Source: an optimization exercise on an open RTL-to-GDS flow (aim: small area and few clock cycles). Production flows keep margins and buffers that such runs may drop.
Only simulation tests tie the RTL to the original design; equivalence was not proved.
Power figures rest on the tool's default switching activity, not on a simulated workload.

==> flow/design.v <==
package rv32i_pkg;
  typedef logic [31:0] rv32i_word;
endpackage
`timescale 1ns/1ps
module ex_add32 (
  input  logic [31:0] a,
  input  logic [31:0] b,
  input  logic        cin,
  output logic [31:0] y,
  output logic        cout,
  output logic [31:0] p,    
  output logic [31:0] g     
);
  logic [31:0] gg, pp;
  assign p = a ^ b;
  assign g = a & b;
  always_comb begin
    gg = g;
    pp = p;
    gg[0] = g[0] | (p[0] & cin);
    for (int l = 0; l < 5; l++)
      for (int i = 0; i < 32; i++)
        if (((i + 1) % (2 << l)) == 0) begin
          gg[i] = gg[i] | (pp[i] & gg[i - (1 << l)]);
          pp[i] = pp[i] & pp[i - (1 << l)];
        end
    for (int l = 3; l >= 0; l--)
      for (int i = 0; i < 32; i++)
        if (i >= 3 * (1 << l) - 1 && ((i + 1) % (2 << l)) == (1 << l)) begin
          gg[i] = gg[i] | (pp[i] & gg[i - (1 << l)]);
          pp[i] = pp[i] & pp[i - (1 << l)];
        end
  end
  assign y    = p ^ {gg[30:0], cin};
  assign cout = gg[31];
endmodule
module ex_cmp32 (
  input  logic [31:0] a,
  input  logic [31:0] b,
  output logic        eq,
  output logic        lt,
  output logic        ltu
);
  logic [31:0] gg, pp;
  logic        g31u, g31s, p31;
  always_comb begin
    gg = {1'b0, a[30:0] & ~b[30:0]};
    pp = {1'b1, ~(a[30:0] ^ b[30:0])};
    for (int l = 0; l < 5; l++)
      for (int i = 0; i < 32; i++)
        if (((i + 1) % (2 << l)) == 0) begin
          gg[i] = gg[i] | (pp[i] & gg[i - (1 << l)]);
          pp[i] = pp[i] & pp[i - (1 << l)];
        end
  end
  assign p31  = ~(a[31] ^ b[31]);
  assign g31u = a[31] & ~b[31];
  assign g31s = ~a[31] & b[31];
  assign ltu  = !(g31u | (p31 & (gg[31] | pp[31])));
  assign lt   = !(g31s | (p31 & (gg[31] | pp[31])));
  assign eq   = p31 & pp[31];
endmodule
`timescale 1ns/1ps
module ex_shift32 (
  input  logic [31:0] x,
  input  logic [4:0]  n,
  input  logic        left,
  input  logic        fill,
  output logic [31:0] y
);
  logic [31:0] s [6];
  assign s[0] = x;
  for (genvar k = 0; k < 5; k++) begin : g_stage
    for (genvar i = 0; i < 32; i++) begin : g_bit
      logic l, r;
      if (i >= (1 << k)) assign l = s[k][i - (1 << k)];
      else               assign l = 1'b0;
      if (i + (1 << k) < 32) assign r = s[k][i + (1 << k)];
      else                   assign r = fill;
      assign s[k+1][i] = !n[k] ? s[k][i] : left ? l : r;
    end
  end
  assign y = s[5];
endmodule
`timescale 1ns/1ps
module ex_subsystem (
  input  logic                  clk,
  input  logic                  rst,
  input  logic                  in_valid,
  input  rv32i_pkg::rv32i_word  in_pc,
  input  rv32i_pkg::rv32i_word  in_instruction,
  input  rv32i_pkg::rv32i_word  in_rs1_data,
  input  rv32i_pkg::rv32i_word  in_rs2_data,
  output logic                  in_ready,
  output logic                  br_taken,
  output logic [1:0]            pcmux_sel,
  output rv32i_pkg::rv32i_word  alu_out_to_pc,
  input  logic                  mem_ready,
  output logic                  mem_valid,
  output rv32i_pkg::rv32i_word  mem_addr,
  output logic                  mem_read,
  output logic                  mem_write,
  output logic [3:0]            mem_byte_enable,
  output rv32i_pkg::rv32i_word  mem_wdata
);
  logic [31:0] ins, rs1, rs2, pc;
  assign ins = in_instruction;
  assign rs1 = in_rs1_data;
  assign rs2 = in_rs2_data;
  assign pc  = in_pc;
  logic [6:0] op;
  logic [2:0] f3;
  assign op = ins[6:0];
  assign f3 = ins[14:12];
  logic is_lui, is_auipc, is_jal, is_jalr, is_br, is_load, is_store, is_imm, is_reg, is_arith;
  assign is_lui   = (op == 7'b0110111);
  assign is_auipc = (op == 7'b0010111);
  assign is_jal   = (op == 7'b1101111);
  assign is_jalr  = (op == 7'b1100111);
  assign is_br    = (op == 7'b1100011);
  assign is_load  = (op == 7'b0000011);
  assign is_store = (op == 7'b0100011);
  assign is_imm   = (op == 7'b0010011);
  assign is_reg   = (op == 7'b0110011);
  assign is_arith = is_imm || is_reg;
  logic [31:0] imm;
  always_comb begin
    if (is_lui || is_auipc) imm = {ins[31:12], 12'h000};
    else if (is_jal)        imm = {{11{ins[31]}}, ins[31], ins[19:12], ins[20], ins[30:21], 1'b0};
    else if (is_br)         imm = {{19{ins[31]}}, ins[31], ins[7], ins[30:25], ins[11:8], 1'b0};
    else if (is_store)      imm = {{20{ins[31]}}, ins[31:25], ins[11:7]};
    else                    imm = {{20{ins[31]}}, ins[31:20]};
  end
  logic        inv;
  logic [31:0] add_a, add_b, sum, ax, aa;
  logic        cout;
  assign inv   = is_arith && ((f3 == 3'b000 && is_reg && ins[30]) || f3 == 3'b010 || f3 == 3'b011);
  assign add_a = (is_auipc || is_jal || is_br) ? pc : is_lui ? 32'd0 : rs1;
  assign add_b = (is_reg ? rs2 : imm) ^ {32{inv}};
  ex_add32 u_add (
    .a    (add_a),
    .b    (add_b),
    .cin  (inv),
    .y    (sum),
    .cout (cout),
    .p    (ax),
    .g    (aa)
  );
  logic slt, sltu;
  assign sltu = !cout;
  assign slt  = (rs1[31] ^ add_b[31]) ? sum[31] : rs1[31];
  logic eq, lt, ltu, br_en;
  ex_cmp32 u_cmp (
    .a   (rs1),
    .b   (rs2),
    .eq  (eq),
    .lt  (lt),
    .ltu (ltu)
  );
  always_comb begin
    case (f3)
      3'b000:  br_en = eq;
      3'b001:  br_en = !eq;
      3'b100:  br_en = lt;
      3'b101:  br_en = !lt;
      3'b110:  br_en = ltu;
      3'b111:  br_en = !ltu;
      default: br_en = 1'b0;
    endcase
  end
  logic [31:0] sh_x, sh_y;
  logic [4:0]  sh_n;
  logic        sh_left, sh_fill;
  assign sh_x    = is_store ? rs2 : rs1;
  assign sh_n    = is_store ? {sum[1:0], 3'b000} : is_reg ? rs2[4:0] : ins[24:20];
  assign sh_left = is_store || !f3[2];
  assign sh_fill = !sh_left && ins[30] && rs1[31];
  ex_shift32 u_shift (
    .x    (sh_x),
    .n    (sh_n),
    .left (sh_left),
    .fill (sh_fill),
    .y    (sh_y)
  );
  logic s_sum, s_sh, s_xor, s_or, s_and, s_slt, s_sltu;
  assign s_sum  = in_valid && (!is_arith || f3 == 3'b000);
  assign s_sh   = in_valid && is_arith && f3[1:0] == 2'b01;
  assign s_xor  = in_valid && is_arith && f3 == 3'b100;
  assign s_or   = in_valid && is_arith && f3 == 3'b110;
  assign s_and  = in_valid && is_arith && f3 == 3'b111;
  assign s_slt  = in_valid && is_arith && f3 == 3'b010;
  assign s_sltu = in_valid && is_arith && f3 == 3'b011;
  always_comb begin
    alu_out_to_pc = ({32{s_sum}} & sum) | ({32{s_sh}} & sh_y) |
                    ({32{s_xor || s_or}} & ax) | ({32{s_and || s_or}} & aa);
    alu_out_to_pc[0] = (s_sum && !is_jalr && sum[0]) | (s_sh && sh_y[0]) |
                       ((s_xor || s_or) && ax[0]) | ((s_and || s_or) && aa[0]) |
                       (s_slt && slt) | (s_sltu && sltu);
  end
  assign br_taken  = in_valid && (is_jal || is_jalr || (is_br && br_en));
  assign pcmux_sel = {br_taken && is_jalr, br_taken && !is_jalr};
  logic [3:0] be;
  assign be = (f3[1] ? 4'b1111 : f3[0] ? 4'b0011 : 4'b0001) << sum[1:0];
  logic        q_st;
  logic [29:0] q_addr;
  logic [3:0]  q_be;
  logic [31:0] q_data;
  assign in_ready        = !mem_valid || mem_ready;
  assign mem_addr        = {q_addr, 2'b00};
  assign mem_byte_enable = q_be;
  assign mem_write       = q_st;
  assign mem_read        = !q_st;
  assign mem_wdata       = q_data;
  always_ff @(posedge clk) begin
    if (rst)
      mem_valid <= 1'b0;
    else if (in_ready)
      mem_valid <= in_valid && (is_load || is_store);
  end
  always_ff @(posedge clk) begin
    if (in_ready) begin
      q_st   <= is_store;
      q_addr <= sum[31:2];
      q_be   <= be;
      q_data <= sh_y;
    end
  end
endmodule
==> flow/run.sh <==
#!/bin/bash
# synth_recipe.tcl (not shown) runs the flow's synth.tcl, then flattens the netlist and writes it again
# the make line also repeats each setting of config.mk as NAME=value (left out here)
make -C /OpenROAD-flow-scripts/flow DESIGN_CONFIG=/design/flow/config.mk WORK_HOME=/design/flow/orfs CLKGATE_MAP_FILE= SYNTH_SCRIPT=/design/flow/synth_recipe.tcl finish
==> flow/config.mk <==
export PLATFORM = sky130hd
export DESIGN_NAME = ex_subsystem
export DESIGN_NICKNAME = ex_subsystem
export VERILOG_FILES = /design/flow/design.v
export SDC_FILE = /design/flow/constraint.sdc
export NUM_CORES = 4
export LEC_CHECK = 0
export ABC_AREA = 1
export CAP_MARGIN = 20
export CORE_MARGIN = 2
export CORE_UTILIZATION = 40
export SLEW_MARGIN = 20
==> flow/constraint.sdc <==
create_clock -name core_clock -period 10.0 [get_ports {clk}]
set_input_delay 2.0000 -clock core_clock [delete_from_list [all_inputs] [get_ports {clk}]]
set_output_delay 2.0000 -clock core_clock [all_outputs]
set_load 0.01 [all_outputs]
==> results of run 1 <==
==> per-stage QoR <==
step	cell area (sq um)	worst slack (ns)	utilization (%)
after CTS	13100	0.113	52.3
after global placement	12800	0.329	51.0
after global routing	13200	0.185	52.7
after floorplan	10200	1.76	-
final	13200	0.636	52.7
after detailed placement	12800	0.161	51.0
==> power by group <==
part	internal (mW)	switching (mW)
Clock	0.197	0.134
Combinational	0.331	0.447
Sequential	0.384	0.0155
Total	0.912	0.597
==> registers in the layout, summed over array words and instances, names as in the netlist <==
| register | flops |
|---|---|
| q_addr | 30 |
| q_data | 32 |
| q_st | 1 |
| mem_valid | 1 |
| q_be | 4 |
==> how the worst max path moves through the flow <==
stage	end	slack, ns	depth (start not counted)
after floorplan	alu_out_to_pc[0]	1.76	28
after global placement	alu_out_to_pc[0]	0.33	33
after global routing	alu_out_to_pc[31]	0.18	31
final	alu_out_to_pc[31]	0.64	31
after CTS	alu_out_to_pc[0]	0.11	33
after detailed placement	alu_out_to_pc[0]	0.16	33
==> timing repair <==
action,in CTS,in global routing
setup endpoints to repair,0,5
buffers inserted,0,7
gates resized for setup,0,17
endpoints found under the hold margin,0,0
==> worst max-delay path: cells and delay by family <==
kind            cells  cell delay (ns)
xor+xnor            2             0.47
compound gates      8             1.33
buf+inv             8             1.59
fa+ha+maj           2             0.69
simple gates       11             1.30
==> layout make-up <==
type,count,area share (%)
Antenna cell,1,0.0189
Clock buffer,9,1.70
Clock inverter,7,0.624
Inverter,202,5.76
Multi-Input combinational cell,1287,53.5
Sequential cell,68,15.4
Tap cell,330,3.12
Timing Repair Buffer,272,19.9
==> cells in the final DEF (no fill, tap or decap), types with 11 or more instances in the layout <==
master / instances
sky130_fd_sc_hd__a221oi_1: 21
sky130_fd_sc_hd__o21ai_0: 68
sky130_fd_sc_hd__o21ai_1: 29
sky130_fd_sc_hd__fa_1: 16
sky130_fd_sc_hd__buf_4: 36
sky130_fd_sc_hd__nand2_1: 548
sky130_fd_sc_hd__o21ai_2: 11
sky130_fd_sc_hd__inv_1: 191
sky130_fd_sc_hd__xor2_1: 36
sky130_fd_sc_hd__a21oi_1: 47
sky130_fd_sc_hd__edfxtp_1: 67
sky130_fd_sc_hd__nor2_1: 70
sky130_fd_sc_hd__o22ai_1: 25
sky130_fd_sc_hd__nand3_1: 220
sky130_fd_sc_hd__ha_1: 65
sky130_fd_sc_hd__nand4_1: 28
sky130_fd_sc_hd__clkdlybuf4s50_1: 235
==> layer usage <==
layer	up-vias	part of all wire [%]	wire, um
li1	5868	-	-
met1	5718	44	20600
met5	-	0	0
met4	0	4.2	1970
met2	767	43	20200
met3	85	9.6	4540
==> cell families after synthesis <==
family / count (synthesis) / share of synthesized area, %
AND/OR/NAND/NOR: 913 / 38.9
buffers and inverters: 278 / 11.3
AO/OA/AOI/OAI: 246 / 14.8
adder cells (fa/ha/maj): 81 / 11.1
flip-flops: 68 / 19.9
XOR/XNOR: 45 / 3.87
other: 1 / 0.0368
==> flow_summary.json, run 1 <==
{
  "run_status": "finished clean",
  "cts_buffer_depth": 2,
  "number_of_vias_in_the_routed_layout": 12400,
  "async_reset_ff_share_pct": 0,
  "areaGrowthSynthToFinish_pct": 29.7,
  "floorplan.die.height_um": 164,
  "slew-limit-headroom_pct": 40.4,
  "clock-skew-final_ns": 0.0133,
  "floorplan.initialDensity_pct": 40.6,
  "ff_latch_area_sq_um": 2030,
  "cp.required_ns": 8.00,
  "vdd_ir_drop_max_v": 0.000106,
  "io_buffers": 236,
  "drt_initial_violations": 1533,
  "wl_mm": 47.3,
  "cts_sinks": 68,
  "critical_path_data_arrival_time_ns": 7.36,
  "worst_setup_hold_path_clk_slew_ns": 0.07,
  "grt_overflow_total": 0,
  "netlist_instances": 1632,
  "r2r.worst_path.cells": 2,
  "io-pin-count": 239,
  "grt.total_usage_pct": 35.3,
  "instances_no_fill": 2176,
  "clock_tree.root_cell": "sky130_fd_sc_hd__clkbuf_16",
  "via_count_of_the_first_global_routing_pass": 11300,
  "multiInputGateArea_sq_um": 7070,
  "startpoint_type": "input port",
  "netlist-cell-type-count": 50,
  "gpl.final_weighted_congestion": 0.998,
  "synth.ff_latch_count": 68,
  "synth_area_leaders": "sky130_fd_sc_hd__nand2_1 20%, sky130_fd_sc_hd__edfxtp_1 20%, sky130_fd_sc_hd__nand3_1 11%",
  "synth-edff-count": 67,
  "drt-vias-per-instance": 5.72,
  "fp.coreArea_sq_um": 25100,
  "power.total_mw": 1.51,
  "synth_top_area_share_pct": 20.3,
  "timing.critical_path.from": "in_instruction[1]",
  "grt_antenna_before_repair": 1,
  "hold_path_startpoint": "mem_valid",
  "max_cap_violations": 0,
  "grt_max_degree": 69,
  "rsz0062_at_grt": "false",
  "worstSetupEndpointType": "primary output",
  "min_path_type": "register to register",
  "pwr_density_cell_nw_per_um2": 114,
  "grt_use_met1_pct": 50.5,
  "highest_delay_cell_along_the_critical_path": "sky130_fd_sc_hd__clkdlybuf4s50_1",
  "worstMarginPinSlew_ns": 0.893,
  "final_net_count": 2053,
  "placement_rows": 58,
  "globalRouteMet2Util_pct": 53.1,
  "average_cell_area_after_synthesis_sq_um": 6.25,
  "timing.fmax_mhz": 107,
  "regToRegSetupSlack_ns": 8.48,
  "grt_most_used_layer": "met2",
  "fillerInstances": 2595,
  "synth_top_cell_by_area": "sky130_fd_sc_hd__nand2_1",
  "floorplan.die_area_sq_um": 26800,
  "synth.top_cells.by_count": "551 x sky130_fd_sc_hd__nand2_1, 221 x sky130_fd_sc_hd__nand3_1, 193 x sky130_fd_sc_hd__inv_1, 72 x sky130_fd_sc_hd__o21ai_0, 71 x sky130_fd_sc_hd__nor2_1",
  "slew_viol_final": 0,
  "grt_use_met3_pct": 4.98,
  "drive_above_1_share_pct": 6.23,
  "numCtsBuffers": 9,
  "drt-wirelength-per-cell_um": 21.7,
  "fin_hold_viols": 0,
  "yosys_most_used_dff": "sky130_fd_sc_hd__edfxtp_1",
  "reg2reg_to": "q_data[27]",
  "dp_cells": 2152,
  "yosysSeqAreaShare_pct": 19.9,
  "critical_path.most_common_cell": "sky130_fd_sc_hd__nand2_1",
  "final.setup.tns_ns": 0,
  "drc_errors": 0,
  "chipWidth_um": 164,
  "ys_warn_count": 5,
  "final_count_of_negative_setup_slack_endpoints": 0,
  "final_min_period_over_clock_period_pct": 93.6,
  "cts_tree": "done",
  "clock_h_tree_levels": 3,
  "leakagePower_nw": 6.39,
  "detail-route-antenna-nets": 0,
  "worst-path-max-fanout": 8,
  "syn-cell-area_sq_um": 10200,
  "grt_pass1_wl_mm": 70.1,
  "criticalPathCategory": "input port to primary output",
  "crit-reg2reg-launch": "mem_valid",
  "clkLatencyLatePin_ns": 0.34,
  "timing.hold.worst_endpoint": "mem_valid",
  "timing.critical_path.slowest_cell_delay_ns": 0.49,
  "first_pass_iters": 5,
  "fin_worst_hold_slack_ns": 1.06,
  "dp.final_hpwl_mm": 39.6,
  "hold_buffers": 0,
  "period_minus_slack_ns": 9.36,
  "hold_depth": 3,
  "synth_most_common_cell": "sky130_fd_sc_hd__nand2_1"
}
Testbench counts, summed over its fixed seeds: cycles 27,746.
==> run 2: changes to the inputs <==
--- a/flow/design.v
+++ b/flow/design.v
@@ -66,3 +66,2 @@
   input  logic [4:0]  n,
-  input  logic        left,
   input  logic        fill,
@@ -70,15 +69,3 @@
 );
-  logic [31:0] s [6];
-  assign s[0] = x;
-  for (genvar k = 0; k < 5; k++) begin : g_stage
-    for (genvar i = 0; i < 32; i++) begin : g_bit
-      logic l, r;
-      if (i >= (1 << k)) assign l = s[k][i - (1 << k)];
-      else               assign l = 1'b0;
-      if (i + (1 << k) < 32) assign r = s[k][i + (1 << k)];
-      else                   assign r = fill;
-      assign s[k+1][i] = !n[k] ? s[k][i] : left ? l : r;
-    end
-  end
-  assign y = s[5];
+  assign y = 32'($signed({fill, x}) >>> n);
 endmodule
@@ -170,9 +157,13 @@
   end
-  logic [31:0] sh_x, sh_y;
+  logic [31:0] sh_x, sh_y, sh_l;
   logic [4:0]  sh_n;
-  logic        sh_left, sh_fill;
-  assign sh_x    = is_store ? rs2 : rs1;
+  logic        sh_fill;
+  always_comb begin
+    for (int i = 0; i < 32; i++)
+      sh_x[i] = is_store ? rs2[31-i] : f3[2] ? rs1[i] : rs1[31-i];
+    for (int i = 0; i < 32; i++)
+      sh_l[i] = sh_y[31-i];
+  end
   assign sh_n    = is_store ? {sum[1:0], 3'b000} : is_reg ? rs2[4:0] : ins[24:20];
-  assign sh_left = is_store || !f3[2];
-  assign sh_fill = !sh_left && ins[30] && rs1[31];
+  assign sh_fill = !is_store && f3[2] && ins[30] && rs1[31];
   ex_shift32 u_shift (
@@ -180,3 +171,2 @@
     .n    (sh_n),
-    .left (sh_left),
     .fill (sh_fill),
@@ -184,5 +174,6 @@
   );
-  logic s_sum, s_sh, s_xor, s_or, s_and, s_slt, s_sltu;
+  logic s_sum, s_sll, s_sr, s_xor, s_or, s_and, s_slt, s_sltu;
   assign s_sum  = in_valid && (!is_arith || f3 == 3'b000);
-  assign s_sh   = in_valid && is_arith && f3[1:0] == 2'b01;
+  assign s_sll  = in_valid && is_arith && f3 == 3'b001;
+  assign s_sr   = in_valid && is_arith && f3 == 3'b101;
   assign s_xor  = in_valid && is_arith && f3 == 3'b100;
@@ -193,5 +184,5 @@
   always_comb begin
-    alu_out_to_pc = ({32{s_sum}} & sum) | ({32{s_sh}} & sh_y) |
+    alu_out_to_pc = ({32{s_sum}} & sum) | ({32{s_sll}} & sh_l) | ({32{s_sr}} & sh_y) |
                     ({32{s_xor || s_or}} & ax) | ({32{s_and || s_or}} & aa);
-    alu_out_to_pc[0] = (s_sum && !is_jalr && sum[0]) | (s_sh && sh_y[0]) |
+    alu_out_to_pc[0] = (s_sum && !is_jalr && sum[0]) | (s_sll && sh_l[0]) | (s_sr && sh_y[0]) |
                        ((s_xor || s_or) && ax[0]) | ((s_and || s_or) && aa[0]) |
@@ -224,3 +215,3 @@
       q_be   <= be;
-      q_data <= sh_y;
+      q_data <= sh_l;
     end
==> flow/flow/run.sh (new file) <==
#!/bin/bash
# The standard layout (standard.sh), with three changes:
#  - synthesis maps with an area-oriented ABC script (flow/abc_area.script,
#    picked through ABC_AREA=1 from a copy of the ORFS scripts folder);
#  - no full/half adder extraction before ABC (ADDER_MAP_FILE empty);
#  - the port buffers are the smallest buffer cell.
# Registers are untouched: ABC runs on the combinational logic only.
set -euo pipefail
here=$(pwd)
rm -rf "$here/own_scripts"
cp -r "$FLOW_HOME/scripts" "$here/own_scripts"
cp "$here/flow/abc_area.script" "$here/own_scripts/abc_area.script"
bash "$here/standard.sh" \
  "SCRIPTS_DIR=$here/own_scripts" \
  "ADDER_MAP_FILE=" \
  "BUFFER_PORTS_ARGS=-buffer_cell sky130_fd_sc_hd__buf_1" \
  finish > "$here/make_finish.log" 2>&1
==> flow/flow/abc_area.script (new file) <==
strash
dch
amap
topo
==> flow/standard.sh (new file) <==
#!/bin/bash
# synth_recipe.tcl (not shown) runs the flow's synth.tcl, then flattens the netlist and writes it again
# the make line also repeats each setting of config.mk as NAME=value (left out here)
make -C /OpenROAD-flow-scripts/flow DESIGN_CONFIG=/design/flow/config.mk WORK_HOME=/design/flow/orfs CLKGATE_MAP_FILE= SYNTH_SCRIPT=/design/flow/synth_recipe.tcl "${@:-finish}"
removed: flow/run.sh
==> run 2 against run 1 <==
Compared with the run above:
- clock power fell by 6.3%
- non-clock buffer count rose by 12
- final cell count fell by 25%
- total power fell by 21%
- hold slack got worse by 0.41 ns
- global-route usage rose by 0.27 points
- register-to-register slack got worse by 0.15 ns
- die area fell by 24%
- worst setup slack got worse by 0.28 ns
- critical path depth rose by 4
- clock skew fell by 0.0089 ns
==> flow_summary.json, run 2 <==
{
  "drc_errors": 0,
  "highest_delay_cell_along_the_critical_path": "sky130_fd_sc_hd__or3_4",
  "netlist_instances": 1092,
  "met3_length_mm": 3.84,
  "timing.critical_path.slowest_cell_delay_ns": 0.40,
  "floorplan.initialDensity_pct": 41.0,
  "synth.ff_latch_count": 68,
  "criticalPathCategory": "input port to primary output",
  "grt_antenna_before_repair": 1,
  "layout.cell_area.non_filler_sq_um": 9750,
  "leakagePower_nw": 3.19,
  "clock_h_tree_levels": 3,
  "synth_most_common_cell": "sky130_fd_sc_hd__nor2_1",
  "drt_initial_violations": 1153,
  "grt_max_degree": 68,
  "io_buffers": 236,
  "floorplan.die_area_sq_um": 20400,
  "grt.total_usage_pct": 35.5,
  "average_cell_area_after_synthesis_sq_um": 7.04,
  "period_minus_slack_ns": 9.65,
  "startpoint_type": "input port",
  "final_count_of_negative_setup_slack_endpoints": 0,
  "layout.cells.most_common_list": "234 x sky130_fd_sc_hd__buf_1, 211 x sky130_fd_sc_hd__nor2_1, 135 x sky130_fd_sc_hd__clkinv_1, 106 x sky130_fd_sc_hd__o22ai_1, 97 x sky130_fd_sc_hd__a21oi_1",
  "first_pass_iters": 5,
  "place_area_sq_um": 9360,
  "slew_viol_final": 0,
  "yosys_most_used_dff": "sky130_fd_sc_hd__edfxtp_1",
  "synth_top_area_share_pct": 26.2,
  "numCtsBuffers": 9,
  "timing.fmax_mhz": 104,
  "grt_pass1_wl_mm": 54.5,
  "flip_flop_count_of_the_largest_register_after_layout": 32,
  "drt-wirelength-per-cell_um": 23.1,
  "syn-cell-area_sq_um": 7690,
  "run_status": "finished clean",
  "synth.top_cells.by_count": "215 x sky130_fd_sc_hd__nor2_1, 141 x sky130_fd_sc_hd__clkinv_1, 107 x sky130_fd_sc_hd__o22ai_1, 99 x sky130_fd_sc_hd__a21oi_1, 83 x sky130_fd_sc_hd__nand2_1",
  "pwr_density_cell_nw_per_um2": 123,
  "floorplan.die.height_um": 143,
  "met2_wirelength_mm": 16.0,
  "clkLatencyLatePin_ns": 0.35,
  "top_layer": "met4",
  "worst_path_dominant_cell_family": "simple AND/OR/NAND/NOR gates",
  "min_path_type": "register to register",
  "cp_num_buf_inv": 5,
  "wl_met1_mm": 16.2,
  "placement_rows": 50,
  "largest_register": "q_data",
  "synth_top_cell_by_area": "sky130_fd_sc_hd__edfxtp_1",
  "via_count_of_the_first_global_routing_pass": 9245,
  "layout_commonest_cell": "sky130_fd_sc_hd__buf_1",
  "worstMarginPinSlew_ns": 1.04,
  "worst_setup_hold_path_clk_slew_ns": 0.06,
  "io-pin-count": 239,
  "async_reset_ff_share_pct": 0,
  "worstSetupEndpointType": "primary output",
  "synth-edff-count": 67,
  "final_min_period_over_clock_period_pct": 96.5,
  "ys_warn_count": 3,
  "max_cap_violations": 0,
  "number_of_vias_in_the_routed_layout": 10400,
  "chipWidth_um": 143,
  "yosysSeqAreaShare_pct": 26.4,
  "worst-path-max-fanout": 6,
  "reg.largest.list": "q_data x32, q_addr x30, q_be x4",
  "clock_tree.root_cell": "sky130_fd_sc_hd__clkbuf_16",
  "fin_hold_viols": 0,
  "synth_area_leaders": "sky130_fd_sc_hd__edfxtp_1 26%, sky130_fd_sc_hd__nor2_1 10%, sky130_fd_sc_hd__o22ai_1 8.7%",
  "areaGrowthSynthToFinish_pct": 26.7,
  "grt_overflow_total": 0,
  "insertedDiodeCount": 0,
  "dp.final_hpwl_mm": 28.9,
  "critical_path_data_arrival_time_ns": 7.65,
  "cts_sinks": 68,
  "postLayoutCoreUtil_pct": 51.9,
  "slew-limit-headroom_pct": 30.3,
  "drive_above_1_share_pct": 7.26,
  "final_net_count": 1518,
  "fp.coreArea_sq_um": 18800,
  "netlist-cell-type-count": 50,
  "cts_tree": "done",
  "power.total_mw": 1.20,
  "gpl.final_weighted_congestion": 0.992,
  "drt-vias-per-instance": 6.40,
  "fin_worst_hold_slack_ns": 0.644,
  "vdd_ir_drop_max_v": 0.0000794,
  "cts_buffer_depth": 2,
  "wl_mm": 37.6,
  "cp.required_ns": 8.00,
  "detail-route-antenna-nets": 0,
  "clock-skew-final_ns": 0.00444
}
## run 2: changes by cell type in the layout (fill, tap and decap cells not counted), moves of 81 or more
| cell | delta |
|---|---|
| sky130_fd_sc_hd__nor2_1 | +141 |
| sky130_fd_sc_hd__o22ai_1 | +81 |
| sky130_fd_sc_hd__buf_1 | +234 |
| sky130_fd_sc_hd__nand2_1 | -465 |
| sky130_fd_sc_hd__inv_1 | -191 |
| sky130_fd_sc_hd__clkdlybuf4s50_1 | -235 |
| sky130_fd_sc_hd__clkinv_1 | +135 |
| sky130_fd_sc_hd__nand3_1 | -214 |
## run 2: per-stage QoR
step                cells  worst slack, ns  setup TNS [ns]
floorplan            1093           -0.627           -2.78
global placement     1600            0.308               0
detailed placement   1600            0.148               0
CTS                  1616            0.116               0
global route         1625          -0.0507         -0.0761
finish               1625            0.353               0
## run 2: worst reg2reg max path, cell delays in order (launching register included)
cell                      delay [ns]
sky130_fd_sc_hd__dfxtp_1        0.31
sky130_fd_sc_hd__nor2b_1        0.15
sky130_fd_sc_hd__inv_2          0.06
sky130_fd_sc_hd__buf_4          0.66
## run 2: where the power goes
group          switching, mW  internal, mW  total, mW  leakage [nW]
registers             0.0112         0.364      0.375         0.715
clock network          0.136         0.175      0.311         0.127
logic                  0.342         0.169      0.511          2.35
total                  0.489         0.708       1.20          3.19
## run 2: final cells by class
type / count / area (sq um)
fillers: 1982 / 9020
multi-input cells: 882 / 5360
flip-flops and latches: 68 / 2030
repair buffers: 284 / 1250
inverters: 141 / 546
well taps: 234 / 293
clock buffers: 14 / 254
clock inverters: 2 / 12.5
## run 2: cell families after synthesis
kind of cell	share of synthesized area, %
simple gates	19.0
other cells	0.0488
buf+inv	7.08
flops	26.4
compound gates	47.5
## run 2: timing repair
action / in CTS / in global routing
setup endpoints to repair: 0 / 4
resized for setup: 0 / 17
endpoints found under the hold margin: 0 / 0
hold buffers: 0 / 0
buffers inserted: 0 / 8
## run 2: per-layer routing
layer  up-vias  GRT usage [%]
li1       4914              -
met1      4763           49.4
met2       624           52.7
met3       100           8.92
met4         0           14.3
met5         -              0
## run 2: worst paths after layout
path | from | slack, ns | cells past startpoint | end
max | in_instruction[3] | 0.35 | 35 | alu_out_to_pc[31]
min | mem_valid | 0.64 | 3 | mem_valid
max reg2reg | mem_valid | 8.33 | 3 | q_addr[28]
min reg2reg | mem_valid | 0.64 | 3 | mem_valid
Testbench counts of run 2, summed over its fixed seeds: cycles 27,746.
==> run 3: changes to the inputs <==
--- a/flow/design.v
+++ b/flow/design.v
@@ -69,3 +69,12 @@
 );
-  assign y = 32'($signed({fill, x}) >>> n);
+  logic [31:0] s [6];
+  assign s[0] = x;
+  for (genvar k = 0; k < 5; k++) begin : g_stage
+    localparam int SH = 16 >> k;
+    for (genvar i = 0; i < 32; i++) begin : g_bit
+      if (i + SH < 32) assign s[k+1][i] = n[4-k] ? s[k][i + SH] : s[k][i];
+      else             assign s[k+1][i] = n[4-k] ? fill : s[k][i];
+    end
+  end
+  assign y = s[5];
 endmodule
--- a/flow/config.mk
+++ b/flow/config.mk
@@ -10,3 +10,3 @@
 export CORE_MARGIN = 2
-export CORE_UTILIZATION = 40
+export CORE_UTILIZATION = 60
 export SLEW_MARGIN = 20
==> run 3 against run 2 <==
Compared with the run above:
- register-to-register slack hardly changed
- wire length is 12% lower
- non-clock buffer count is 9 lower
- sequential share of layout area is 0.88 points higher
- hold slack better by 0.28 ns
- worst setup slack better by 0.14 ns
- cell area is 4.0% lower
- global-route usage is 12 points higher
- area after synthesis is 1.4% lower
==> flow_summary.json, run 3 <==
{
  "startpoint_type": "input port",
  "drt_initial_violations": 2335,
  "grt_max_degree": 42,
  "netSwitchingPower_mw": 0.463,
  "postLayoutCoreUtil_pct": 75.0,
  "slew_viol_final": 0,
  "worst_setup_hold_path_clk_slew_ns": 0.05,
  "criticalPathCategory": "input port to primary output",
  "pwr_density_cell_nw_per_um2": 124,
  "io_buffers": 236,
  "drive_above_1_share_pct": 5.48,
  "via_count_of_the_first_global_routing_pass": 9394,
  "synth_most_common_cell": "sky130_fd_sc_hd__nor2_1",
  "grt_pass1_wl_mm": 48.8,
  "ys_warn_count": 5,
  "drt-vias-per-instance": 7.16,
  "cts_buffer_depth": 2,
  "drt-wirelength-per-cell_um": 22.2,
  "clock_h_tree_levels": 3,
  "grt.total_usage_pct": 47.2,
  "highest_delay_cell_along_the_critical_path": "sky130_fd_sc_hd__a311oi_2",
  "placement_rows": 41,
  "hold_depth": 1,
  "final_min_period_over_clock_period_pct": 95.1,
  "period_minus_slack_ns": 9.51,
  "ff_latch_area_sq_um": 2030,
  "vdd_ir_drop_max_v": 0.0000965,
  "regToRegSetupSlack_ns": 8.33,
  "layout_commonest_cell": "sky130_fd_sc_hd__buf_1",
  "floorplan.die_area_sq_um": 13500,
  "async_reset_ff_share_pct": 0,
  "cts_tree": "done",
  "average_cell_area_after_synthesis_sq_um": 7.38,
  "critPathCapture": "alu_out_to_pc[0]",
  "sequentialPowerShare_pct": 32.6,
  "hold_path_startpoint": "mem_valid",
  "instances_no_fill": 1487,
  "critical_path_data_arrival_time_ns": 7.51,
  "cp.required_ns": 8.00,
  "synth.top_cells.by_count": "178 x sky130_fd_sc_hd__nor2_1, 131 x sky130_fd_sc_hd__clkinv_1, 130 x sky130_fd_sc_hd__o22ai_1, 101 x sky130_fd_sc_hd__a21oi_1, 70 x sky130_fd_sc_hd__o22a_1",
  "reg2reg_to": "q_st",
  "chipWidth_um": 116,
  "timing.critical_path.from": "in_instruction[3]",
  "p_clk_share_pct": 24.3,
  "slew-limit-headroom_pct": 33.1,
  "areaGrowthSynthToFinish_pct": 23.4,
  "fp.coreArea_sq_um": 12500,
  "switching_share_pct": 39.8,
  "clock-skew-final_ns": 0.00387,
  "leakagePower_nw": 3.00,
  "worst-path-max-fanout": 5,
  "detail-route-antenna-nets": 0,
  "r2r.worst_path.cells": 2,
  "post_cts_buffers": 0,
  "syn-cell-area_sq_um": 7580,
  "final_net_count": 1444,
  "power.total_mw": 1.16,
  "netlist_instances": 1027,
  "worstSetupEndpointType": "primary output",
  "synth-edff-count": 67,
  "dp_cells": 1473,
  "run_status": "finished clean",
  "hold_buffers": 0,
  "max_cap_violations": 0,
  "largest_register": "q_data",
  "layout.cell_area.non_filler_sq_um": 9350,
  "yosys_most_used_dff": "sky130_fd_sc_hd__edfxtp_1",
  "wl_mm": 32.9,
  "combPwrFrac_pct": 43.1,
  "clock_tree.root_cell": "sky130_fd_sc_hd__clkbuf_16",
  "fillerInstances": 1063,
  "flip_flop_count_of_the_largest_register_after_layout": 32,
  "timing.fmax_mhz": 105,
  "first_pass_iters": 7,
  "final_count_of_negative_setup_slack_endpoints": 0,
  "floorplan.initialDensity_pct": 60.8,
  "number_of_vias_in_the_routed_layout": 10600,
  "timing.critical_path.slowest_cell_delay_ns": 0.52,
  "drc_errors": 0,
  "min_path_type": "register to register",
  "dp.final_hpwl_mm": 24.5,
  "critical_path.most_common_cell": "sky130_fd_sc_hd__nor2_1",
  "internal_power_mw": 0.701,
  "synth_top_cell_by_area": "sky130_fd_sc_hd__edfxtp_1",
  "synth_area_leaders": "sky130_fd_sc_hd__edfxtp_1 27%, sky130_fd_sc_hd__o22ai_1 11%, sky130_fd_sc_hd__nor2_1 8.8%",
  "gpl.final_weighted_congestion": 1.05,
  "synth.ff_latch_count": 68,
  "layout.cells.most_common_list": "235 x sky130_fd_sc_hd__buf_1, 178 x sky130_fd_sc_hd__nor2_1, 131 x sky130_fd_sc_hd__clkinv_1, 130 x sky130_fd_sc_hd__o22ai_1, 100 x sky130_fd_sc_hd__a21oi_1",
  "cts_sinks": 68,
  "floorplan.die.height_um": 116,
  "clkLatencyLatePin_ns": 0.35,
  "yosysSeqAreaShare_pct": 26.8,
  "synth_top_area_share_pct": 26.5,
  "place_area_sq_um": 9080,
  "rsz0062_at_grt": "false",
  "fin_hold_viols": 0,
  "reg.largest.list": "q_data x32, q_addr x30, q_be x4",
  "worstMarginPinSlew_ns": 0.997,
  "netlist-cell-type-count": 47,
  "grt_antenna_before_repair": 0,
  "numCtsBuffers": 9,
  "multiInputGateArea_sq_um": 5160,
  "crit-reg2reg-launch": "mem_valid",
  "grt_overflow_total": 0,
  "insertedDiodeCount": 0,
  "io-pin-count": 239
}
==> run 3: cell types whose count changed after synthesis, sizes merged, moves of 6 or more <==
| cell | before | now |
|---|---|---|
| o22ai | 107 | 130 |
| clkinv | 141 | 131 |
| nand2 | 83 | 37 |
| o32ai | 21 | 3 |
| o21a | 8 | 31 |
| a222oi | 0 | 7 |
| nor2 | 215 | 178 |
| a21o | 2 | 8 |
| o21ai | 70 | 48 |
| a32oi | 25 | 35 |
==> run 3: layer usage <==
metal  routed length, um  vias to the layer above  track usage, %
met5                   0                        -               0
met4                1840                        0            26.3
met3                5060                      161            13.6
met2               14600                      983            73.5
met1               11400                     4734            59.0
li1                    -                     4764               -
==> run 3: repair_timing <==
item	CTS	global route
gates resized for setup	0	7
hold endpoints to repair	0	0
endpoints found under the setup margin	0	5
==> run 3: per-stage QoR <==
step	setup slack, ns	TNS [ns]	hold WS (ns)
CTS	0.0538	0	0.911
detailed placement	-0.00157	-0.00157	0.909
floorplan	-2.37	-77.38	2.03
global placement	0.354	0	0.875
global route	0.00361	0	0.955
finish	0.489	0	0.919
==> run 3: cell families (layout without fill, tap and decap cells) <==
family                 after synthesis  in the layout  synth area share (%)
AOI/OAI and AO/OA                  555            555                  51.5
other                                1              2                0.0495
and+or+nand+nor                    270            270                  15.0
buffers and inverters              133            420                  6.69
DFF                                 68             68                  26.8
==> run 3: cell type report <==
class	instances	area share [%]
Inverter	131	5.38
Sequential cell	68	21.7
Timing Repair Buffer	275	12.7
Multi-Input combinational cell	827	55.2
Clock inverter	4	0.201
Clock buffer	10	2.45
Tap cell	172	2.30
==> run 3: how the worst min path moves through the flow <==
stage	endpoint	slack (ns)
after global routing	q_addr[11]	0.95
after floorplan	mem_valid	2.03
final	q_addr[11]	0.92
after detailed placement	q_addr[11]	0.91
after global placement	q_addr[13]	0.87
after CTS	q_addr[11]	0.91
==> run 3: power groups by stage <==
stage,sequential [mW],clock (mW),combinational [mW]
global placement,0.384,0,0.469
finish,0.380,0.282,0.502
floorplan,0.410,0,0.281
global route,0.385,0.290,0.538
detailed placement,0.384,0,0.476
CTS,0.380,0.280,0.479
==> run 3: worst max-delay path: cells and delay by family <==
kind,cells,cell delay (ns)
AOI/OAI and AO/OA,13,2.71
buffers and inverters,5,0.71
and+or+nand+nor,14,2.07
Testbench counts of run 3, summed over its fixed seeds: cycles 27,746.
==> run 4: changes to the inputs <==
--- a/flow/config.mk
+++ b/flow/config.mk
@@ -11,2 +11,3 @@
 export CORE_UTILIZATION = 60
+export CTS_BUF_LIST = sky130_fd_sc_hd__clkbuf_8
 export SLEW_MARGIN = 20
==> run 4 against run 3 <==
Compared with the run above:
- still clean
- sequential power about the same
- critical path depth down 2
- area after synthesis unchanged
- first-iteration DRC count up 5.7%
- largest power group unchanged
==> flow_summary.json, run 4 <==
{
  "synth_top_cell_by_area": "sky130_fd_sc_hd__edfxtp_1",
  "async_reset_ff_share_pct": 0,
  "worst_setup_hold_path_clk_slew_ns": 0.07,
  "insertedDiodeCount": 0,
  "areaGrowthSynthToFinish_pct": 22.1,
  "globalRouteMet2Util_pct": 72.8,
  "post_cts_resized": 0,
  "first_pass_iters": 8,
  "io_buffers": 236,
  "clkLatencyLatePin_ns": 0.38,
  "grt_max_degree": 42,
  "place_area_sq_um": 9080,
  "post_cts_buffers": 0,
  "final.setup.tns_ns": 0,
  "netlist-cell-type-count": 47,
  "slew_viol_final": 0,
  "yosysSeqAreaShare_pct": 26.8,
  "via_count_of_the_first_global_routing_pass": 9361,
  "floorplan.die.height_um": 116,
  "gpl.final_weighted_congestion": 1.05,
  "average_cell_area_after_synthesis_sq_um": 7.38,
  "final_count_of_negative_setup_slack_endpoints": 0,
  "criticalPathCategory": "input port to primary output",
  "clock_h_tree_levels": 3,
  "clock_tree.root_cell": "sky130_fd_sc_hd__clkbuf_8",
  "dp_cells": 1473,
  "synth_area_leaders": "sky130_fd_sc_hd__edfxtp_1 27%, sky130_fd_sc_hd__o22ai_1 11%, sky130_fd_sc_hd__nor2_1 8.8%",
  "syn-cell-area_sq_um": 7580,
  "floorplan.initialDensity_pct": 60.8,
  "layout.cell_area.non_filler_sq_um": 9250,
  "worstSetupEndpointType": "primary output",
  "drt_initial_violations": 2468,
  "leakagePower_nw": 2.96,
  "vdd_ir_drop_max_v": 0.0000935,
  "critical_path_data_arrival_time_ns": 7.54,
  "drt-wirelength-per-cell_um": 22.0,
  "grt_use_met1_pct": 59.4,
  "period_minus_slack_ns": 9.54,
  "dp_slack_ns": -0.00157,
  "layout_commonest_cell": "sky130_fd_sc_hd__buf_1",
  "max_cap_violations": 0,
  "grt_use_met3_pct": 11.8,
  "grt_antenna_before_repair": 0,
  "netlist_instances": 1027,
  "cts_buffer_depth": 2,
  "grt_most_used_layer": "met2",
  "ff_latch_area_sq_um": 2030,
  "fp.coreArea_sq_um": 12500,
  "synth_most_common_cell": "sky130_fd_sc_hd__nor2_1",
  "synth-edff-count": 67,
  "grt.total_usage_pct": 47.1,
  "fin_hold_viols": 0,
  "startpoint_type": "input port",
  "drt-vias-per-instance": 7.20,
  "slew-limit-headroom_pct": 33.3,
  "final_min_period_over_clock_period_pct": 95.4,
  "synth.ff_latch_count": 68,
  "io-pin-count": 239,
  "power.total_mw": 1.07,
  "wl_mm": 32.8,
  "synth_top_area_share_pct": 26.5,
  "timing.critical_path.slowest_cell_delay_ns": 0.38,
  "setup_ws_ns": 0.459,
  "hold_buffers": 0,
  "chipWidth_um": 116,
  "clock-skew-final_ns": 0.0102,
  "fillerInstances": 1083,
  "run_status": "finished clean",
  "critical_path.most_common_cell": "sky130_fd_sc_hd__nor2_1",
  "drc_errors": 0,
  "grt_pass1_wl_mm": 48.8,
  "ys_warn_count": 5,
  "layout.cells.most_common_list": "235 x sky130_fd_sc_hd__buf_1, 178 x sky130_fd_sc_hd__nor2_1, 131 x sky130_fd_sc_hd__clkinv_1, 130 x sky130_fd_sc_hd__o22ai_1, 100 x sky130_fd_sc_hd__a21oi_1",
  "cts_tree": "done",
  "numCtsBuffers": 9,
  "pwr_density_cell_nw_per_um2": 116,
  "multiInputGateArea_sq_um": 5160,
  "drive_above_1_share_pct": 5.48,
  "instances_no_fill": 1487,
  "flip_flop_count_of_the_largest_register_after_layout": 32,
  "yosys_most_used_dff": "sky130_fd_sc_hd__edfxtp_1",
  "grt_overflow_total": 0,
  "min_path_type": "register to register",
  "worst-path-max-fanout": 5,
  "floorplan.die_area_sq_um": 13500,
  "highest_delay_cell_along_the_critical_path": "sky130_fd_sc_hd__o31ai_2",
  "dp.final_hpwl_mm": 24.5,
  "placement_rows": 41,
  "timing.fmax_mhz": 105,
  "largest_register": "q_data",
  "detail-route-antenna-nets": 0,
  "number_of_vias_in_the_routed_layout": 10700,
  "cp.required_ns": 8.00,
  "worstMarginPinSlew_ns": 0.995,
  "final_net_count": 1444,
  "reg.largest.list": "q_data x32, q_addr x30, q_be x4",
  "cts_sinks": 68,
  "synth.top_cells.by_count": "178 x sky130_fd_sc_hd__nor2_1, 131 x sky130_fd_sc_hd__clkinv_1, 130 x sky130_fd_sc_hd__o22ai_1, 101 x sky130_fd_sc_hd__a21oi_1, 70 x sky130_fd_sc_hd__o22a_1"
}
run 4: cell counts after synthesis:
Identical to the previous run, type by type.
run 4: worst max-delay path, delay by kind of cell:
kind	cells	cell delay (ns)
AO/OA/AOI/OAI	13	2.96
AND/OR/NAND/NOR	11	1.60
buffers and inverters	6	0.98
run 4: layer usage:
metal  part of all wire [%]  wire (um)
met1                     35      11300
met5                      0          0
met3                     16       5130
met2                     43      14100
met4                    6.7       2210
run 4: area by class of cell:
| class | instances | area share [%] |
|---|---|---|
| Sequential cell | 68 | 22.0 |
| Clock buffer | 9 | 1.34 |
| Multi-Input combinational cell | 827 | 55.8 |
| Tap cell | 172 | 2.33 |
| Clock inverter | 5 | 0.243 |
| Timing Repair Buffer | 275 | 12.9 |
| Inverter | 131 | 5.44 |
run 4: per-stage QoR:
| step | hold WS [ns] | utilization (%) |
|---|---|---|
| 2_1_floorplan | 2.03 | - |
| 3_3_place_gp | 0.875 | 72.9 |
| 3_5_place_dp | 0.909 | 72.9 |
| 4_1_cts | 0.912 | 74.0 |
| 5_1_grt | 0.957 | 74.2 |
| 6_report | 0.918 | 74.2 |
run 4: kinds of logic after synthesis:
| group | after synthesis | synth area share, % |
|---|---|---|
| buffers and inverters | 133 | 6.69 |
| DFF | 68 | 26.8 |
| other | 1 | 0.0495 |
| and+or+nand+nor | 270 | 15.0 |
| AOI/OAI and AO/OA | 555 | 51.5 |
run 4: where the power goes:
group | switching (mW) | total [mW] | internal, mW
Clock | 0.108 | 0.192 | 0.0836
Sequential | 0.0121 | 0.379 | 0.367
Combinational | 0.329 | 0.501 | 0.171
Total | 0.450 | 1.07 | 0.622
run 4: final timing paths:
| path | from | endpoint | slack, ns | depth (start not counted) |
|---|---|---|---|---|
| worst min-delay path | mem_valid | q_addr[11] | 0.92 | 1 |
| worst min register to register | mem_valid | q_addr[11] | 0.92 | 1 |
| worst max-delay path | in_instruction[6] | alu_out_to_pc[31] | 0.46 | 30 |
| worst max register to register | mem_valid | q_st | 8.32 | 2 |
==> run 5: changes to the inputs <==
--- a/flow/design.v
+++ b/flow/design.v
@@ -74,7 +74,7 @@
     for (genvar i = 0; i < 32; i++) begin : g_bit
-      if (i + SH < 32) assign s[k+1][i] = n[4-k] ? s[k][i + SH] : s[k][i];
-      else             assign s[k+1][i] = n[4-k] ? fill : s[k][i];
+      if (i + SH < 32) assign s[k+1][i] = ~(n[4-k] ? s[k][i + SH] : s[k][i]);
+      else             assign s[k+1][i] = ~(n[4-k] ? ((k % 2) ? ~fill : fill) : s[k][i]);
     end
   end
-  assign y = s[5];
+  assign y = ~s[5];
 endmodule
==> run 5 against run 4 <==
Compared with the run above:
- wire length fell by 2.0%
- final cell count fell by 0.34%
- die area fell by 1.9%
- clock power rose by 31%
- flip-flop and latch count did not move
- clock skew fell by 0.0013 ns
- non-clock buffer count fell by 8
- core utilization rose by 1.6 points
==> flow_summary.json, run 5 <==
{
  "grt_antenna_before_repair": 0,
  "worstMarginPinSlew_ns": 1.04,
  "pwr_density_cell_nw_per_um2": 122,
  "first_pass_iters": 10,
  "synth_most_common_cell": "sky130_fd_sc_hd__nor2_1",
  "dp_slack_ns": 0.192,
  "r2r.worst_path.cells": 2,
  "hold_depth": 3,
  "combinational_family_with_the_most_area_after_synthesis": "compound AO/OA/AOI/OAI gates",
  "drt_initial_violations": 2350,
  "grt_max_degree": 69,
  "synth_mux_area_share_pct": 0,
  "drc_errors": 0,
  "fp.coreArea_sq_um": 12100,
  "layout_commonest_cell": "sky130_fd_sc_hd__buf_1",
  "floorplan.die.height_um": 115,
  "clock_h_tree_levels": 3,
  "yosys_most_used_dff": "sky130_fd_sc_hd__edfxtp_1",
  "synth_adder_area_share_pct": 0,
  "timing.fmax_mhz": 103,
  "drt-wirelength-per-cell_um": 21.7,
  "cts_sinks": 68,
  "grt_overflow_total": 0,
  "placement_rows": 40,
  "timing.critical_path.slowest_cell_delay_ns": 0.44,
  "syn-cell-area_sq_um": 7430,
  "areaGrowthSynthToFinish_pct": 23.0,
  "postLayoutCoreUtil_pct": 75.8,
  "async_reset_ff_share_pct": 0,
  "synth_compound_gate_area_share_pct": 50.7,
  "max_cap_violations": 0,
  "synth_top_cell_by_area": "sky130_fd_sc_hd__edfxtp_1",
  "post_cts_buffers": 0,
  "vdd_ir_drop_max_v": 0.000106,
  "ys_warn_count": 5,
  "grt_pass1_wl_mm": 48.0,
  "highest_delay_cell_along_the_critical_path": "sky130_fd_sc_hd__o31ai_2",
  "rsz0062_at_grt": "false",
  "detail-route-antenna-nets": 0,
  "clock_tree.root_cell": "sky130_fd_sc_hd__clkbuf_8",
  "dp_cells": 1466,
  "place_area_sq_um": 8890,
  "number_of_vias_in_the_routed_layout": 10600,
  "largest_register": "q_data",
  "grt.total_usage_pct": 47.1,
  "worstSetupEndpointType": "primary output",
  "drt-vias-per-instance": 7.15,
  "synth-edff-count": 67,
  "final_count_of_negative_setup_slack_endpoints": 0,
  "period_minus_slack_ns": 9.66,
  "slew_viol_final": 0,
  "cts_tree": "done",
  "cts_buffer_depth": 2,
  "clock-skew-final_ns": 0.00894,
  "min_path_type": "register to register",
  "post_cts_resized": 0,
  "slew-limit-headroom_pct": 29.9,
  "synthSimpleGateAreaFrac_pct": 14.9,
  "flip_flop_count_of_the_largest_register_after_layout": 32,
  "synth.top_cells.by_count": "181 x sky130_fd_sc_hd__nor2_1, 175 x sky130_fd_sc_hd__o22ai_1, 135 x sky130_fd_sc_hd__clkinv_1, 104 x sky130_fd_sc_hd__a21oi_1, 70 x sky130_fd_sc_hd__o21ai_0",
  "gpl.final_weighted_congestion": 1.14,
  "drive_above_1_share_pct": 5.56,
  "setup_ws_ns": 0.338,
  "insertedDiodeCount": 0,
  "netlist-cell-type-count": 48,
  "fin_worst_hold_slack_ns": 1.14,
  "via_count_of_the_first_global_routing_pass": 9350,
  "synth_area_leaders": "sky130_fd_sc_hd__edfxtp_1 27%, sky130_fd_sc_hd__o22ai_1 15%, sky130_fd_sc_hd__nor2_1 9.1%",
  "startpoint_type": "input port",
  "reg.largest.list": "q_data x32, q_addr x30, q_be x4",
  "layout.cells.most_common_list": "236 x sky130_fd_sc_hd__buf_1, 181 x sky130_fd_sc_hd__nor2_1, 174 x sky130_fd_sc_hd__o22ai_1, 131 x sky130_fd_sc_hd__clkinv_1, 103 x sky130_fd_sc_hd__a21oi_1",
  "post_synth_xor_area_fraction_pct": 0,
  "worst-path-max-fanout": 5,
  "leakagePower_nw": 2.89,
  "fin_hold_viols": 0,
  "criticalPathCategory": "input port to primary output",
  "floorplan.initialDensity_pct": 61.6,
  "wl_mm": 32.1,
  "io-pin-count": 239,
  "hold_buffers": 0,
  "synth.ff_latch_count": 68,
  "floorplan.die_area_sq_um": 13300,
  "numCtsBuffers": 9,
  "chipWidth_um": 115,
  "netlist_instances": 1032,
  "critical_path.most_common_cell": "sky130_fd_sc_hd__nor2_1",
  "instances_no_fill": 1482,
  "dp.final_hpwl_mm": 23.8,
  "critical_path_data_arrival_time_ns": 7.66,
  "run_status": "finished clean",
  "final_min_period_over_clock_period_pct": 96.6,
  "worst_setup_hold_path_clk_slew_ns": 0.07,
  "io_buffers": 236,
  "fillerInstances": 1034,
  "average_cell_area_after_synthesis_sq_um": 7.20,
  "synth_top_area_share_pct": 27.1,
  "yosysSeqAreaShare_pct": 27.3,
  "clkLatencyLatePin_ns": 0.39,
  "cp.required_ns": 8.00,
  "layout.cell_area.non_filler_sq_um": 9150,
  "final_net_count": 1441
}
## run 5: cell count changes in the layout (fill, tap and decap cells not counted), sizes merged, moves of 3 or more
cell,before,now
buf,274,267
o22ai,130,175
nor4,6,3
o22a,70,25
o221ai,41,44
o21ai,48,70
o21a,31,9
nor2,178,181
or2,5,2
a21oi,101,104
## run 5: cell families (layout without fill, tap and decap cells)
group / after synthesis / after routing
AOI/OAI and AO/OA: 560 / 560
buffers and inverters: 137 / 418
DFF: 68 / 68
other: 1 / 2
and+or+nand+nor: 266 / 266
## run 5: cell type report
type / instances / area, sq um / area share (%)
multi-input combinational: 828 / 5050 / 55.2
sequential: 68 / 2030 / 22.2
timing repair buffer: 267 / 1120 / 12.3
inverter: 135 / 526 / 5.75
tap: 168 / 210 / 2.30
clock buffer: 9 / 124 / 1.35
clock inverter: 7 / 83.8 / 0.917
## run 5: final timing paths
kind	startpoint	end	slack (ns)
worst min register to register	mem_valid	mem_valid	1.14
worst min-delay path	mem_valid	mem_valid	1.14
worst max-delay path	in_instruction[3]	alu_out_to_pc[31]	0.34
worst max register to register	mem_valid	q_data[7]	8.47
## run 5: per-layer routing
metal | GRT usage [%] | share of wire [%] | wire length [um]
met1 | 57.3 | 34 | 10900
met2 | 71.5 | 42 | 13300
met3 | 13.8 | 16 | 5180
met4 | 33.6 | 8.3 | 2680
met5 | 0 | 0 | 0
## run 5: per-stage QoR
| stage | power [mW] | TNS, ns |
|---|---|---|
| 2_1_floorplan | 0.680 | -60.18 |
| 3_3_place_gp | 0.835 | 0 |
| 3_5_place_dp | 0.843 | 0 |
| 4_1_cts | 1.09 | 0 |
| 5_1_grt | 1.17 | 0 |
| 6_report | 1.12 | 0 |
## run 5: critical path: cells and delay by family
kind | cells | cell delay [ns]
compound gates | 13 | 2.79
buf+inv | 5 | 0.74
simple gates | 13 | 2.09
## run 5: report_power, final
group          internal, mW  switching, mW
sequential            0.367         0.0127
combinational         0.159          0.328
clock                 0.137          0.114
total                 0.663          0.455
Testbench counts of run 5, summed over its fixed seeds: cycles 27,746.
==> run 6: changes to the inputs <==
--- a/flow/flow/run.sh
+++ b/flow/flow/run.sh
@@ -5,3 +5,4 @@
 #  - no full/half adder extraction before ABC (ADDER_MAP_FILE empty);
-#  - the port buffers are the smallest buffer cell.
+#  - the port buffers are the smallest buffer cell;
+#  - clock tree synthesis with clkbuf_8 only and no dummy loads.
 # Registers are untouched: ABC runs on the combinational logic only.
@@ -16,2 +17,3 @@
   "BUFFER_PORTS_ARGS=-buffer_cell sky130_fd_sc_hd__buf_1" \
+  "CTS_ARGS=-sink_clustering_enable -repair_clock_nets -buf_list sky130_fd_sc_hd__clkbuf_8 -dont_use_dummy_load" \
   finish > "$here/make_finish.log" 2>&1
==> run 6 against run 5 <==
Compared with the run above:
- flip-flop and latch count unchanged
- core utilization decreased by 0.64 points
- sequential power about the same
- count of clock-buffer cells in the layout is the same
- non-clock buffer count grew 1
- sequential share of layout area grew 0.19 points
- total power shrank 6.6%
- clock power fell by about 30%
- cell area fell by 0.85%
- hold slack gained 0.0051 ns
- critical endpoint is now alu_out_to_pc[0]
- largest cell class unchanged
- highest routed layer unchanged
==> flow_summary.json, run 6 <==
{
  "vdd_ir_drop_max_v": 0.000101,
  "leakagePower_nw": 2.85,
  "floorplan.die_area_sq_um": 13300,
  "timing.fmax_mhz": 103,
  "detail-route-antenna-nets": 0,
  "worstMarginPinSlew_ns": 1.01,
  "clock_h_tree_levels": 3,
  "netlist_instances": 1032,
  "largest_register": "q_data",
  "fp.coreArea_sq_um": 12100,
  "clock-skew-final_ns": 0.0148,
  "critical_path.most_common_cell": "sky130_fd_sc_hd__nor2_1",
  "internal_power_mw": 0.607,
  "average_cell_area_after_synthesis_sq_um": 7.20,
  "timing.critical_path.slowest_cell_delay_ns": 0.45,
  "drive_above_1_share_pct": 5.35,
  "drc_errors": 0,
  "ys_warn_count": 5,
  "regToRegSetupSlack_ns": 8.47,
  "sequentialPowerShare_pct": 36.3,
  "final.setup.tns_ns": 0,
  "place_area_sq_um": 8890,
  "synth_top_cell_by_area": "sky130_fd_sc_hd__edfxtp_1",
  "hold_path_startpoint": "mem_valid",
  "max_cap_violations": 0,
  "worst-path-max-fanout": 31,
  "netlist-cell-type-count": 48,
  "cp.required_ns": 8.00,
  "cp_num_buf_inv": 7,
  "io-pin-count": 239,
  "chipWidth_um": 115,
  "grt.total_usage_pct": 46.9,
  "synth.ff_latch_count": 68,
  "worst_setup_hold_path_clk_slew_ns": 0.06,
  "final_net_count": 1442,
  "clock_tree.root_cell": "sky130_fd_sc_hd__clkbuf_8",
  "final_min_period_over_clock_period_pct": 97.1,
  "synth_area_leaders": "sky130_fd_sc_hd__edfxtp_1 27%, sky130_fd_sc_hd__o22ai_1 15%, sky130_fd_sc_hd__nor2_1 9.1%",
  "io_buffers": 236,
  "synth_most_common_cell": "sky130_fd_sc_hd__nor2_1",
  "final_count_of_negative_setup_slack_endpoints": 0,
  "r2r.worst_path.cells": 2,
  "cts_tree": "done",
  "crit-reg2reg-launch": "mem_valid",
  "synth.top_cells.by_count": "181 x sky130_fd_sc_hd__nor2_1, 175 x sky130_fd_sc_hd__o22ai_1, 135 x sky130_fd_sc_hd__clkinv_1, 104 x sky130_fd_sc_hd__a21oi_1, 70 x sky130_fd_sc_hd__o21ai_0",
  "async_reset_ff_share_pct": 0,
  "dp.final_hpwl_mm": 23.8,
  "number_of_vias_in_the_routed_layout": 10700,
  "layout.cell_area.non_filler_sq_um": 9070,
  "grt_antenna_before_repair": 0,
  "startpoint_type": "input port",
  "via_count_of_the_first_global_routing_pass": 9378,
  "critical_path_data_arrival_time_ns": 7.71,
  "slew_viol_final": 0,
  "syn-cell-area_sq_um": 7430,
  "min_path_type": "register to register",
  "grt_max_degree": 69,
  "first_pass_iters": 10,
  "slew-limit-headroom_pct": 32.2,
  "pwr_density_cell_nw_per_um2": 115,
  "reg2reg_to": "q_addr[9]",
  "cts_sinks": 68,
  "clkLatencyLatePin_ns": 0.38,
  "layout.cells.most_common_list": "236 x sky130_fd_sc_hd__buf_1, 181 x sky130_fd_sc_hd__nor2_1, 174 x sky130_fd_sc_hd__o22ai_1, 130 x sky130_fd_sc_hd__clkinv_1, 102 x sky130_fd_sc_hd__a21oi_1",
  "switching_share_pct": 41.9,
  "highest_delay_cell_along_the_critical_path": "sky130_fd_sc_hd__a311oi_2",
  "fin_hold_viols": 0,
  "hold_depth": 3,
  "flip_flop_count_of_the_largest_register_after_layout": 32,
  "p_clk_share_pct": 16.9,
  "placement_rows": 40,
  "drt-wirelength-per-cell_um": 21.7,
  "insertedDiodeCount": 0,
  "grt_overflow_total": 0,
  "wl_mm": 32.0,
  "run_status": "finished clean",
  "gpl.final_weighted_congestion": 1.14,
  "worstSetupEndpointType": "primary output",
  "synth_top_area_share_pct": 27.1,
  "netSwitchingPower_mw": 0.438,
  "worst_path_dominant_cell_family": "compound AO/OA/AOI/OAI gates",
  "layout_commonest_cell": "sky130_fd_sc_hd__buf_1",
  "yosysSeqAreaShare_pct": 27.3,
  "grt_pass1_wl_mm": 47.9,
  "drt-vias-per-instance": 7.26,
  "criticalPathCategory": "input port to primary output",
  "combPwrFrac_pct": 46.7,
  "period_minus_slack_ns": 9.71,
  "cts_buffer_depth": 2,
  "floorplan.initialDensity_pct": 61.6,
  "reg.largest.list": "q_data x32, q_addr x30, q_be x4",
  "drt_initial_violations": 2054,
  "yosys_most_used_dff": "sky130_fd_sc_hd__edfxtp_1",
  "floorplan.die.height_um": 115,
  "fin_worst_hold_slack_ns": 1.15,
  "timing.hold.worst_endpoint": "mem_valid",
  "areaGrowthSynthToFinish_pct": 22.0,
  "synth-edff-count": 67,
  "numCtsBuffers": 9
}
## run 6: how the worst max path moves through the flow
stage / cells after the start / startpoint / slack (ns) / to
after CTS: 31 / in_instruction[3] / 0.10 / alu_out_to_pc[31]
final: 30 / in_instruction[6] / 0.29 / alu_out_to_pc[0]
after global routing: 31 / in_instruction[3] / -0.009 / alu_out_to_pc[31]
after floorplan: 19 / in_instruction[3] / -2.08 / alu_out_to_pc[24]
after detailed placement: 31 / in_instruction[3] / 0.19 / alu_out_to_pc[31]
after global placement: 31 / in_instruction[3] / 0.40 / alu_out_to_pc[31]
## run 6: cells by family after synthesis
logic type	after synthesis	share of synthesized area, %
compound gates	560	50.7
buf+inv	137	7.02
flops	68	27.3
other cells	1	0.0505
simple gates	266	14.9
## run 6: final cells by class
| type | count | area, sq um |
|---|---|---|
| clock buffer | 9 | 124 |
| fill | 1050 | 2990 |
| inverter | 135 | 526 |
| multi-input combinational | 828 | 5050 |
| sequential | 68 | 2030 |
| tap | 168 | 210 |
| timing repair buffer | 268 | 1130 |
## run 6: power groups by stage
| stage | Clock (mW) | Combinational [mW] | Sequential (mW) |
|---|---|---|---|
| floorplan | 0 | 0.271 | 0.410 |
| global placement | 0 | 0.451 | 0.383 |
| detailed placement | 0 | 0.459 | 0.384 |
| CTS | 0.174 | 0.462 | 0.380 |
| global route | 0.184 | 0.523 | 0.384 |
| finish | 0.177 | 0.488 | 0.380 |
## run 6: tightest hold or removal path, delay by kind of cell, from the launching register on
family	cells	cell delay [ns]
buffers and inverters	1	0.39
AO/OA/AOI/OAI	1	0.23
flip-flops	1	0.38
AND/OR/NAND/NOR	1	0.10
## run 6: stage by stage
stage	cells	util, %	worst slack, ns	power (mW)
2_1_floorplan	1033	-	-2.08	0.680
3_3_place_gp	1466	73.7	0.398	0.835
3_5_place_dp	1466	73.7	0.192	0.843
4_1_cts	1475	74.7	0.102	1.02
5_1_grt	1476	75.2	-0.00889	1.09
6_report	1476	75.2	0.286	1.04
## run 6: metal layers
| layer | GRT usage (%) | routed length (um) |
|---|---|---|
| met1 | 56.4 | 10900 |
| met2 | 71.6 | 13300 |
| met3 | 14.5 | 5060 |
| met4 | 32.9 | 2660 |
| met5 | 0 | 0 |
## run 6: timing repair
action | 4_1_cts | 5_1_grt
hold endpoints to repair | 0 | 0
setup endpoints to repair | 0 | 7
buffers inserted | 0 | 1
hold buffers | 0 | 0
gates resized for setup | 0 | 12

-- separate check: timing with driven ports --
In the flow no input, the clock included, has a driving cell. The finished layouts below were timed again as built, in two steps. Step 1, drivers: a clkbuf_16 drives clk and a buf_2 each remaining input, both assumed. Step 2 moves the port delays by t, midway between the first and last clock arrival at a register: inputs arrive t later, outputs are due t later. That takes back most of the time a late clock gives input paths. Slacks: ideal / step 1 / step 2; pairs: ideal / step 1.
| run | t (ns) | slack for setup (ns) | slew at the worst register clock pin (ns) | pins driven straight from the clock port |
|---|---|---|---|---|
| run 1 | 0.380 | 0.636 / 0.605 / 0.605 | 0.07 / 0.07 | 1 |
| run 2 | 0.394 | 0.353 / 0.326 / 0.326 | 0.06 / 0.06 | 1 |
| run 3 | 0.393 | 0.489 / 0.468 / 0.468 | 0.05 / 0.05 | 1 |
| run 4 | 0.409 | 0.459 / 0.437 / 0.437 | 0.08 / 0.08 | 1 |
| run 5 | 0.426 | 0.338 / 0.317 / 0.317 | 0.08 / 0.08 | 1 |
| run 6 | 0.410 | 0.286 / 0.262 / 0.262 | 0.07 / 0.07 | 1 |
After both steps every run listed still meets setup and hold. The setup slack of run 1, which loses most, moves by -0.031 ns with the drivers and by -0.031 ns with both steps.
